From an optimization exercise on the open Yosys and OpenROAD flow, aimed at small area, a short achievable clock period and few clock cycles per item; shortcuts taken in it are not production practice. RTL that was checked went through simulation tests only; none was proved equivalent to the original. Power and IR drop assume default switching activity.

Design mem_responder, start of the top module:
module mem_responder (
  input  logic       clk,
  input  logic       rst,
  input  logic       f_req,
  input  logic [7:0] f_addr,
  output logic       f_ack,
  output logic [7:0] f_rdata,
  input  logic       d_req,
  input  logic       d_we,
  input  logic [7:0] d_addr,
  input  logic [7:0] d_wdata,
  output logic       d_ack,
  output logic [7:0] d_rdata,
  output logic       busy
);
clock: 5.0 ns
lec_check: 0
cap_margin: 20
core_margin: 2
core_utilization: 35
cts_cluster_diameter: 80
cts_cluster_size: 25
setup_slack_margin: 2.4
slew_margin: 20
synth_hierarchical: 1
synth_minimum_keep_size: 0
run.sh (not shown) runs the stock make flow with config.mk's settings and CLKGATE_MAP_FILE= SYNTH_SCRIPT=/design/flow/synth_recipe.tcl, a recipe that flattens the netlist after the stock synthesis.
Testbench counts at the start, summed over its fixed seeds: cycles 3,200, items 6,400.
==> next run, changes <==
Settings changed: CORE_UTILIZATION 35 to 40, CTS_CLUSTER_DIAMETER 80 to 50, CTS_CLUSTER_SIZE 25 to 30, TNS_END_PERCENT set to 5.
Result:
- The changed run completed without violations
- global-route usage went up by 3.2 points
- setup slack got worse by 0.050 ns
- total power went up by 16%
- cell count drops by 2.4%
- design area came out higher by 0.77%
- clock-buffer cell count came out higher by 83
==> next run, changes <==
Settings changed: CORE_UTILIZATION 40 to 55, CTS_CLUSTER_DIAMETER 50 to 80, CTS_CLUSTER_SIZE 30 to 25, TNS_END_PERCENT 5 to not set.
The changed run went through all stages and came out clean.
Global-route usage rose by 12 points.
Wire length went down by 2.0%.
Sequential power barely changes.

---

mem_responder, a different RTL version from the one above (not shown whole).
For scale: ~7800 cells after synthesis, ~2100 flip-flops, about 48 I/O pins, about 83000 um2 of cells after synthesis.
Settings: LEC_CHECK=0, CAP_MARGIN=20, CORE_MARGIN=2, CORE_UTILIZATION=50, CTS_CLUSTER_DIAMETER=80, CTS_CLUSTER_SIZE=25, SETUP_SLACK_MARGIN=2.5, SLEW_MARGIN=20, SYNTH_HIERARCHICAL=1, SYNTH_MINIMUM_KEEP_SIZE=0; clock period 5.0 ns.
==> next run, changes <==
--- a/flow/config.mk
+++ b/flow/config.mk
@@ -9,6 +9,6 @@
 export CORE_MARGIN = 2
-export CORE_UTILIZATION = 50
+export CORE_UTILIZATION = 40
 export CTS_CLUSTER_DIAMETER = 80
 export CTS_CLUSTER_SIZE = 25
-export SETUP_SLACK_MARGIN = 2.5
+export SETUP_SLACK_MARGIN = 2.7
 export SLEW_MARGIN = 20
What happened: Routed wire length rises by about 9%; critical path depth falls by 1; cell count rises by about 7.5%; clock power rises by about 9%; final area rises by about 5.5%; worst setup slack improves by 80 ps; count of clock-buffer cells in the layout is unchanged.
No functional check of the RTL was part of any run of this note.

---

## v21
The RTL this note starts from:
==> flow/design.v <==
module mem_responder (
  input  logic       clk,
  input  logic       rst,
  input  logic       f_req,
  input  logic [7:0] f_addr,
  output logic       f_ack,
  output logic [7:0] f_rdata,
  input  logic       d_req,
  input  logic       d_we,
  input  logic [7:0] d_addr,
  input  logic [7:0] d_wdata,
  output logic       d_ack,
  output logic [7:0] d_rdata,
  output logic       busy
);
  logic [255:0][7:0] mem_q;
  logic [255:0][7:0] mem_d;
  logic       f_ack_q, d_ack_q, busy_q;
  logic [7:0][3:0] f_part, d_part, f_part_q, d_part_q;
  assign f_ack   = f_ack_q;
  assign d_ack   = d_ack_q;
  assign busy    = busy_q;
  for (genvar b = 0; b < 8; b++) begin : g_out
    mr_or4 u_fo (.s(f_part_q[b]), .y(f_rdata[b]));
    mr_or4 u_do (.s(d_part_q[b]), .y(d_rdata[b]));
  end
  always_ff @(posedge clk) begin
    f_ack_q <= f_req && !rst;
    d_ack_q <= d_req && !rst;
    busy_q  <= (f_req || d_req) && !rst;
  end
  logic        wen;
  logic [15:0] w_lo, w_hi, w_lo_n, w_hi_n;
  logic [255:0] row_we, row_hold;
  assign wen    = d_req && d_we && !rst;
  assign w_lo   = 16'(1) << d_addr[3:0];
  assign w_hi   = wen ? (16'(1) << d_addr[7:4]) : 16'h0000;
  assign w_lo_n = ~w_lo;
  assign w_hi_n = ~w_hi;
  for (genvar r = 0; r < 256; r++) begin : g_row
    mr_rowdec u_dec (.lo(w_lo[r % 16]), .hi(w_hi[r / 16]),
                     .lo_n(w_lo_n[r % 16]), .hi_n(w_hi_n[r / 16]),
                     .we(row_we[r]), .hold(row_hold[r]));
    for (genvar b = 0; b < 8; b++) begin : g_bit
      mr_bitnext u_nx (.q(mem_q[r][b]), .hold(row_hold[r]),
                       .wd(d_wdata[b]), .we(row_we[r]), .d(mem_d[r][b]));
    end
  end
  always_ff @(posedge clk) begin
    for (int r = 0; r < 256; r++) mem_q[r] <= mem_d[r];
  end
  mr_rdport u_frd (.addr(f_addr), .mem(mem_q), .part(f_part));
  mr_rdport u_drd (.addr(d_addr), .mem(mem_q), .part(d_part));
  always_ff @(posedge clk) begin
    f_part_q <= f_part;
    d_part_q <= d_part;
  end
endmodule
module mr_rowdec (
  input  logic lo,
  input  logic hi,
  input  logic lo_n,
  input  logic hi_n,
  output logic we,
  output logic hold
);
  assign we   = ~(lo_n | hi_n);
  assign hold = ~(lo & hi);
endmodule
module mr_bitnext (
  input  logic q,
  input  logic hold,
  input  logic wd,
  input  logic we,
  output logic d
);
  assign d = (q & hold) | (wd & we);
endmodule
module mr_rdport (
  input  logic [7:0] addr,
  input  logic [255:0][7:0] mem,
  output logic [7:0][3:0] part
);
  logic [15:0] lo, hi;
  assign lo = 16'(1) << addr[3:0];
  assign hi = 16'(1) << addr[7:4];
  for (genvar b = 0; b < 8; b++) begin : g_bit
    logic [15:0] g_n;
    for (genvar h = 0; h < 16; h++) begin : g_grp
      logic [15:0] m;
      logic [1:0]  p;
      for (genvar w = 0; w < 16; w++) begin : g_w
        assign m[w] = mem[h*16 + w][b];
      end
      mr_sel8 u_p0 (.m(m[7:0]),  .s(lo[7:0]),  .y(p[0]));
      mr_sel8 u_p1 (.m(m[15:8]), .s(lo[15:8]), .y(p[1]));
      mr_oai21 u_g (.a1(p[0]), .a2(p[1]), .b1(hi[h]), .y(g_n[h]));
    end
    for (genvar j = 0; j < 4; j++) begin : g_sum
      mr_nand4 u_s (.a(g_n[4*j]), .b(g_n[4*j + 1]), .c(g_n[4*j + 2]),
                    .d(g_n[4*j + 3]), .y(part[b][j]));
    end
  end
endmodule
module mr_sel8 (
  input  logic [7:0] m,
  input  logic [7:0] s,
  output logic       y
);
  logic [3:0] t_n;
  for (genvar k = 0; k < 4; k++) begin : g_pair
    assign t_n[k] = ~((m[2*k] & s[2*k]) | (m[2*k + 1] & s[2*k + 1]));
  end
  assign y = ~&t_n;
endmodule
module mr_nand4 (
  input  logic a, b, c, d,
  output logic y
);
  assign y = ~(a & b & c & d);
endmodule
module mr_oai21 (
  input  logic a1, a2, b1,
  output logic y
);
  assign y = ~((a1 | a2) & b1);
endmodule
module mr_or4 (
  input  logic [3:0] s,
  output logic       y
);
  logic [1:0] n;
  mr_nor2  u_n0 (.a(s[0]), .b(s[1]), .y(n[0]));
  mr_nor2  u_n1 (.a(s[2]), .b(s[3]), .y(n[1]));
  mr_nand2 u_o  (.a(n[0]), .b(n[1]), .y(y));
endmodule
module mr_nor2 (
  input  logic a, b,
  output logic y
);
  assign y = ~(a | b);
endmodule
module mr_nand2 (
  input  logic a, b,
  output logic y
);
  assign y = ~(a & b);
endmodule
clock: 5.0 ns
lec_check: 0
cap_margin: 20
core_margin: 2
core_utilization: 40
cts_cluster_diameter: 80
cts_cluster_size: 25
setup_slack_margin: 2.4
slew_margin: 20
synth_hierarchical: 1
synth_minimum_keep_size: 0
v21 completed end to end with timing, DRC and antenna clean.
Testbench counts of v21, summed over its fixed seeds: cycles 3,200, items 6,400.
What v30 does differently from v21 at the input level:
-- flow/config.mk --
<<< v21, line 11
export CTS_CLUSTER_DIAMETER = 80
export CTS_CLUSTER_SIZE = 25
>>> v30, line 11
export CTS_CLUSTER_DIAMETER = 90
export CTS_CLUSTER_SIZE = 30
==> summary.txt <==
- v21 -> v30: final-layout setup total negative slack delta 0, exact match
- Diff v21 -> v30: fraction of area in clock buffers and inverters has decreased, critical path data arrival time has decreased.
- Multi-input gate share of the layout cell area: v30 vs v21 up 0.22 points
- Diff v21 -> v30: count of non-CTS buffers in the layout went down about 0.6%; met2 global-route usage held; first-iteration DRC count went up about 0.6%; cell area after synthesis held.
Edits applied to the flow inputs when going from v30 to v13:
-- flow/config.mk --
<<< v30, line 10
export CORE_UTILIZATION = 40
export CTS_CLUSTER_DIAMETER = 90
export CTS_CLUSTER_SIZE = 30
export SETUP_SLACK_MARGIN = 2.4
>>> v13, line 10
export CORE_UTILIZATION = 55
export CTS_CLUSTER_DIAMETER = 60
export CTS_CLUSTER_SIZE = 20
export SETUP_SLACK_MARGIN = 2.6
### Flow results
Every run in the comparison, v13 and v30, completed the flow with a clean layout.
On max-slew headroom at the worst pin: v13 sits below v30.
v13 vs. v30: internal power consumption climbed 10%, post-route minimum period decreased 0.097 ns.
Power: v13 draws more than v30
Going from v30 to v13, leakage component of the power grew by 4.6%, synthesis-to-layout area growth grew by 3.5 points, share of total power in the clock network grew by 4.5 points.
Per the comparison of v13 with v30, post-CTS setup repair buffer count went up by 40, net switching power went up by about 4%.

==> re-timing with driven ports <==
No port has a modelled driver above. Below, the same layouts with a new extraction and two added sets of constraints. Step 1 (the two cells are an assumption about what drives the block):
set clk [get_ports {clk}]
set_driving_cell -lib_cell sky130_fd_sc_hd__clkbuf_16 $clk
set_driving_cell -lib_cell sky130_fd_sc_hd__buf_2 [delete_from_list [all_inputs] $clk]
Step 2, shift: input delay + t, output delay - t, t = (earliest + latest rising clock arrival at the registers) / 2. This alone moves slack from input paths to output paths. Slacks: ideal / step 1 / step 2; pairs: ideal / step 1.
run	t, ns	slack for setup (ns)	hold WS [ns]	worst setup path at the end	latest minus earliest clock arrival (ns)
the first run of note 1	0.921	2.181 / 2.087 / 1.352	0.517 / 0.517 / 0.517	input to register	0.054 / 0.055
the second run of note 1	0.988	2.132 / 2.027 / 1.104	0.414 / 0.361 / 0.509	input to register	0.043 / 0.043
the third run of note 1	0.873	2.194 / 2.067 / 1.194	0.515 / 0.515 / 0.515	input to register	0.039 / 0.039
the first run of note 2	0.920	2.088 / 1.954 / 1.034	0.517 / 0.517 / 0.517	input to register	0.044 / 0.043
the second run of note 2	0.941	2.168 / 2.152 / 1.212	0.518 / 0.518 / 0.518	input to register	0.063 / 0.063
v21	0.925	2.124 / 2.020 / 1.306	0.465 / 0.411 / 0.513	input to register	0.052 / 0.052
v30	0.899	2.156 / 2.071 / 1.263	0.477 / 0.443 / 0.519	input to register	0.052 / 0.053
v13	0.901	2.253 / 2.160 / 1.403	0.513 / 0.513 / 0.513	input to register	0.040 / 0.041
After both steps setup and hold are still met in every run listed. The setup slack of the first run of note 2, which loses most, moves by -0.134 ns with the drivers and by -1.054 ns with both steps.
